This design comes from an exercise in tuning for small area and a short achievable clock period on the open sky130 flow, not from production work. In this exercise RTL edits were held to simulation tests only and were not proved equivalent to the original.

==> flow/design.v, too long to show whole: its modules and the start of the top module <==
// module iteration_count_palette_top: 8586 lines
module iteration_count_palette_top #(
  parameter int COUNT_WIDTH = 16,
  parameter int FRAC_BITS   = 16
) (
  input  logic        clk,
  input  logic        rst,
  input  logic        start,
  output logic        busy,
  input  logic [15:0] iter_count,
  output logic        done,
  output logic [7:0]  red,
  output logic [7:0]  green,
  output logic [7:0]  blue,
  input  logic        psel,
  input  logic        penable,
  input  logic        pwrite,
  input  logic [2:0]  paddr,
  input  logic [31:0] pwdata,
  output logic [31:0] prdata,
  output logic        pready
);
  // ...
==> flow/run.sh <==
#!/bin/bash
# synth_recipe.tcl (not shown) runs the flow's synth.tcl, then flattens the netlist and writes it again
# the make line also repeats each setting of config.mk as NAME=value (left out here)
make -C /OpenROAD-flow-scripts/flow DESIGN_CONFIG=/design/flow/config.mk WORK_HOME=/design/flow/orfs CLKGATE_MAP_FILE= SYNTH_SCRIPT=/design/flow/synth_recipe.tcl finish
==> flow/config.mk <==
export PLATFORM = sky130hd
export DESIGN_NAME = iteration_count_palette_top
export DESIGN_NICKNAME = iteration_count_palette_top
export VERILOG_FILES = /design/flow/design.v
export SDC_FILE = /design/flow/constraint.sdc
export NUM_CORES = 4
export LEC_CHECK = 0
export CAP_MARGIN = 20
export CORE_MARGIN = 2
export CORE_UTILIZATION = 40
export SETUP_SLACK_MARGIN = 5
export SLEW_MARGIN = 20
==> flow/constraint.sdc <==
create_clock -name core_clock -period 8.5 [get_ports {clk}]
set_input_delay 1.7000 -clock core_clock [delete_from_list [all_inputs] [get_ports {clk}]]
set_output_delay 1.7000 -clock core_clock [all_outputs]
set_load 0.01 [all_outputs]
==> reports/results.tsv, run 1 <==
metric	value	unit
status	timing/DRC/antenna clean	
Post-Place Cells	10100	
GRT Overall Usage	16.9	%
Largest register FFs	135	
clk_skew	60.9	ps
Max H-tree Level	4	
multi-input combinational cell area	43000	µm²
Non-clock buffers	171	
Critical Path Sink	prdata[0]	
largest cell class by area	multi-input combinational cells	
die height	455	µm
layout inverter count without the clock tree	1262	
Main synth FF type	dfxtp_1	
met3 WL	6790	µm
Largest regs	p29: 135 flops, p28: 104 flops, p26: 103 flops	
cell depth of the worst setup path	1	
crit path from	rd_q[0]	
TritonCTS buffer count	173	
met1 Use GR	20.5	%
top cell type's share of synthesized area	40.6	%
register area	33200	µm²
clock slew at reported path FFs	60	ps
Async S/R FF share, synth	0	%
Synth Area in Compound Gates	5.26	%
final setup vio count	0	
Initial Util	40.2	%
slowest CP cell	clkdlybuf4s50_1	
vias	49000	
final worst-path cycle share	40.3	%
half-perimeter wire length after placement	127000	µm
multi-input gate share of total cell area	46.7	%
Routed met2 length	84100	µm
M1 wire length	73100	µm
CP startpoint kind	register	
Top Metal Used	met4	
Max Freq	292	MHz
Final ANT Viol Nets	0	
synth unique cells	87	
antenna violations before repair	5	
yosys warns	1	
reg2reg path depth	8	
Layout Cells excl Fill	10500	
Avg Cell Area, Syn	10.9	µm²
==> run 2: changes to the inputs <==
--- a/flow/config.mk
+++ b/flow/config.mk
@@ -9,4 +9,3 @@
 export CORE_MARGIN = 2
 export CORE_UTILIZATION = 40
-export SETUP_SLACK_MARGIN = 5
 export SLEW_MARGIN = 20
==> run 2 against run 1 <==
Net effect:
- die area unchanged
- still clean on timing, DRC and antenna
- routed wire length about the same
- highest routed layer unchanged
- clock-buffer cell count up 3
- final area down 0.72%
- first-iteration DRC count up 5.2%
==> reports/results.tsv, run 2 <==
metric	value	unit	change
crit end category	register		
shortest period the worst path allows	4020	ps	
half-perimeter wire length after placement	127000	µm	+0.43%
count leader, synth	dfxtp_1		
clk_skew	36.1	ps	-24.8 ps
most flop-heavy register	p29		
Synth Cell Area	81300	µm²	
Async S/R FF share, synth	0	%	unchanged
# clock sinks	1648		
Hold Path Class	register to register		
crit-path cells	buf_4 -> inv_1 -> buf_4 -> ha_1 -> a21oi_1 -> o22ai_1 -> a22oi_1 -> o21ai_0 -> a31oi_1 -> o21ai_2 -> mux2_2 -> ha_1 -> inv_1		
reg2reg path depth	13		+5
hold-critical path depth	0		
GRT Overall Usage	17.0	%	+0.18 points
DRC viols	0		
Largest regs	p29: 135 flops, p28: 104 flops, p26: 103 flops		
Final Slew Violations	0		
Hold EP	p17[10]		
total core area	202000	µm²	
status	timing/DRC/antenna clean		
top cells by area, synth	dfxtp_1 41%, fa_1 23%, ha_1 6.5%, inv_1 5.8%, and2_1 4.6%		
Max H-tree Level	4		unchanged
Clk Latency, worst-skew pair	810	ps	
Post-Syn Instances	7474		
WL final	169000	µm	
most frequent cells in the layout	1647 x dfxtp_1, 1255 x inv_1, 954 x fa_1		
Routed WL per cell	16.2	µm	
Die W	455	µm	
Setup TNS	0	ps	
Post-synth EDFFs	0		
Crit Path Class	register to register		
floorplan row count	165		
TritonCTS clock tree	built		
synth unique cells	87		unchanged
die area	207000	µm²	
Worst slew margin	31.0	%	
I/O Pins	116		
first-pass GRT wire length	280000	µm	
Layout Area Growth over Synthesis	12.4	%	
sequential area share after synthesis	40.6	%	
vias per cell	4.66		
crit path DAT	4720	ps	
Place WS	4180	ps	
Hold Buf Count CTS	0		
Avg Cell Area, Syn	10.9	µm²	unchanged
r2r startpoint	max_iterations[8]		
Final ANT Viol Nets	0		unchanged
fillers	18700		
Seq cells post-synth	1648		
Overflow after GRT	0		
Max-Cap Viols	0		
TritonCTS buffer count	175		+1.2%
top cell type's share of synthesized area	40.6	%	unchanged
final setup vio count	0		unchanged
post-route setup slack	4480	ps	
Max Freq	249	MHz	-15%
max incr delay on CP	760	ps	
Clock Path Buffers	3		
routability cong.	0.815		
Post-CTS Setup Bufs	0		
vias	48700		-0.74%
synth cell count leaders	1648 x dfxtp_1, 1255 x inv_1, 954 x fa_1		
Largest register FFs	135		unchanged
die height	455	µm	unchanged
Least-Margin Pin Slew	1030	ps	
area leader, netlist	dfxtp_1		
1st-iter DRT viols	2090		
unrepaired setup endpoints after global routing	no		
clock slew at reported path FFs	60	ps	about the same
FF-to-FF End	p13[31]		
Largest delay share family, worst path	compound AO/OA/AOI/OAI gates		
layout cells sized above 1	6.39	%	
Final Core Density	45.2	%	
final worst-path cycle share	47.3	%	+7.0 points
I/O Buffers	80		
CP startpoint kind	register		
WP data required	9200	ps	
Reg2Reg Setup Slack	4480	ps	
hold path start	p16[10]		
largest net degree at the start of global routing	55		
CP Max Fanout	22		
Main synth FF type	dfxtp_1		
Hold Vio Cnt, Final	0		
Detailed Routing Iterations Pass 1	5		
slowest CP cell	o21ai_2		
cts repair resizes	0		
antenna violations before repair	3		-2
commonest non-fill, non-tap cell in the layout	dfxtp_1		
yosys warns	1		unchanged
root buffer cell	clkbuf_16		
vias in the first global route	53200		
WP buf/inv	4		
Initial Util	40.2	%	unchanged
Nets	9053		
run 2: cell types whose count changed in the layout (fill, tap and decap cells not counted), sizes merged:
| cell | previous run | this run |
|---|---|---|
| inv | 1261 | 1269 |
| bufinv | 20 | 23 |
| nor2 | 256 | 255 |
| clkinv | 49 | 38 |
| clkinvlp | 14 | 10 |
| diode | 5 | 4 |
| clkbuf | 241 | 243 |
| o21ai | 100 | 99 |
| buf | 91 | 46 |
run 2: worst max-delay path by stage:
stage / from / end / slack [ps] / cells past startpoint
5_1_grt: max_iterations[8] / p13[29] / 4060 / 13
4_1_cts: max_iterations[9] / p9[12] / 4180 / 8
2_1_floorplan: max_iterations[8] / p13[31] / 4830 / 12
3_3_place_gp: paddr[2] / rd_q[2] / 4060 / 5
6_report: max_iterations[8] / p13[31] / 4480 / 13
3_5_place_dp: max_iterations[9] / p9[12] / 4180 / 8
run 2: worst register-to-register path, cell delays in order, from the launching register on:
cell and delay, ps:
dfxtp_1 300, buf_4 300, inv_1 260, buf_4 280, ha_1 320, a21oi_1 60, o22ai_1 230, a22oi_1 160
o21ai_0 280, a31oi_1 200, o21ai_2 760, mux2_2 440, ha_1 290, inv_1 40
run 2: cells by family after synthesis:
group                      synth area share, %
and+or+nand+nor                           11.7
DFF                                       40.6
buffers and inverters                     6.77
adders and majority gates                 30.1
AOI/OAI and AO/OA                         5.26
xor gates and xnor gates                  3.61
muxes                                     1.97
other                                  0.00924
run 2: through the flow:
stage	instances	hold slack [ps]	area, µm²
2_1_floorplan	7489	310	81300
3_3_place_gp	10100	310	85100
3_5_place_dp	10100	312	85100
4_1_cts	10400	309	91400
5_1_grt	10400	318	91400
6_report	10400	306	91400
run 2: per-layer routing:
metal	wire, µm	global-route usage (%)	vias to the layer above	part of all wire [%]
li1	-	-	23300	-
met1	73700	21.4	24200	44
met2	85200	30.3	810	50
met3	6390	2.41	272	3.8
met4	3950	5.00	0	2.3
met5	0	0	-	0
run 2: layout make-up:
cell class	count	area (µm²)	area share (%)
clock inverters	78	1240	1.35
repair buffers	125	1130	1.24
flip-flops and latches	1648	33000	36.1
multi-input cells	4405	42900	46.9
clock buffers	243	5050	5.53
diodes	4	10.0	0.0110
inverters	1262	4740	5.18
well taps	2672	3340	3.66

## separate check: timing with driven ports
The results above use ideal ports. As a check the final layouts listed here were re-extracted and re-timed, cells and wires unchanged. Step 1 assumes that a clkbuf_16 drives the clock port and a buf_2 every other input. Step 2, shift: input delay + t, output delay - t, t = (earliest + latest rising clock arrival at the registers) / 2. This alone moves slack from input paths to output paths. Slacks: ideal ports / drivers / drivers and shift; pairs: ideal ports / drivers.
run	t (ns)	slack for setup (ns)	clock arrival spread, ns	worst register clock-pin slew, ns
run 1	0.890	5.077 / 4.995 / 4.446	0.072 / 0.072	0.07 / 0.07
run 2	0.875	4.479 / 4.479 / 4.450	0.052 / 0.052	0.07 / 0.07
After both steps every run listed still meets setup and hold. The setup slack of run 1, which loses most, moves by -0.082 ns with the drivers and by -0.631 ns with both steps.
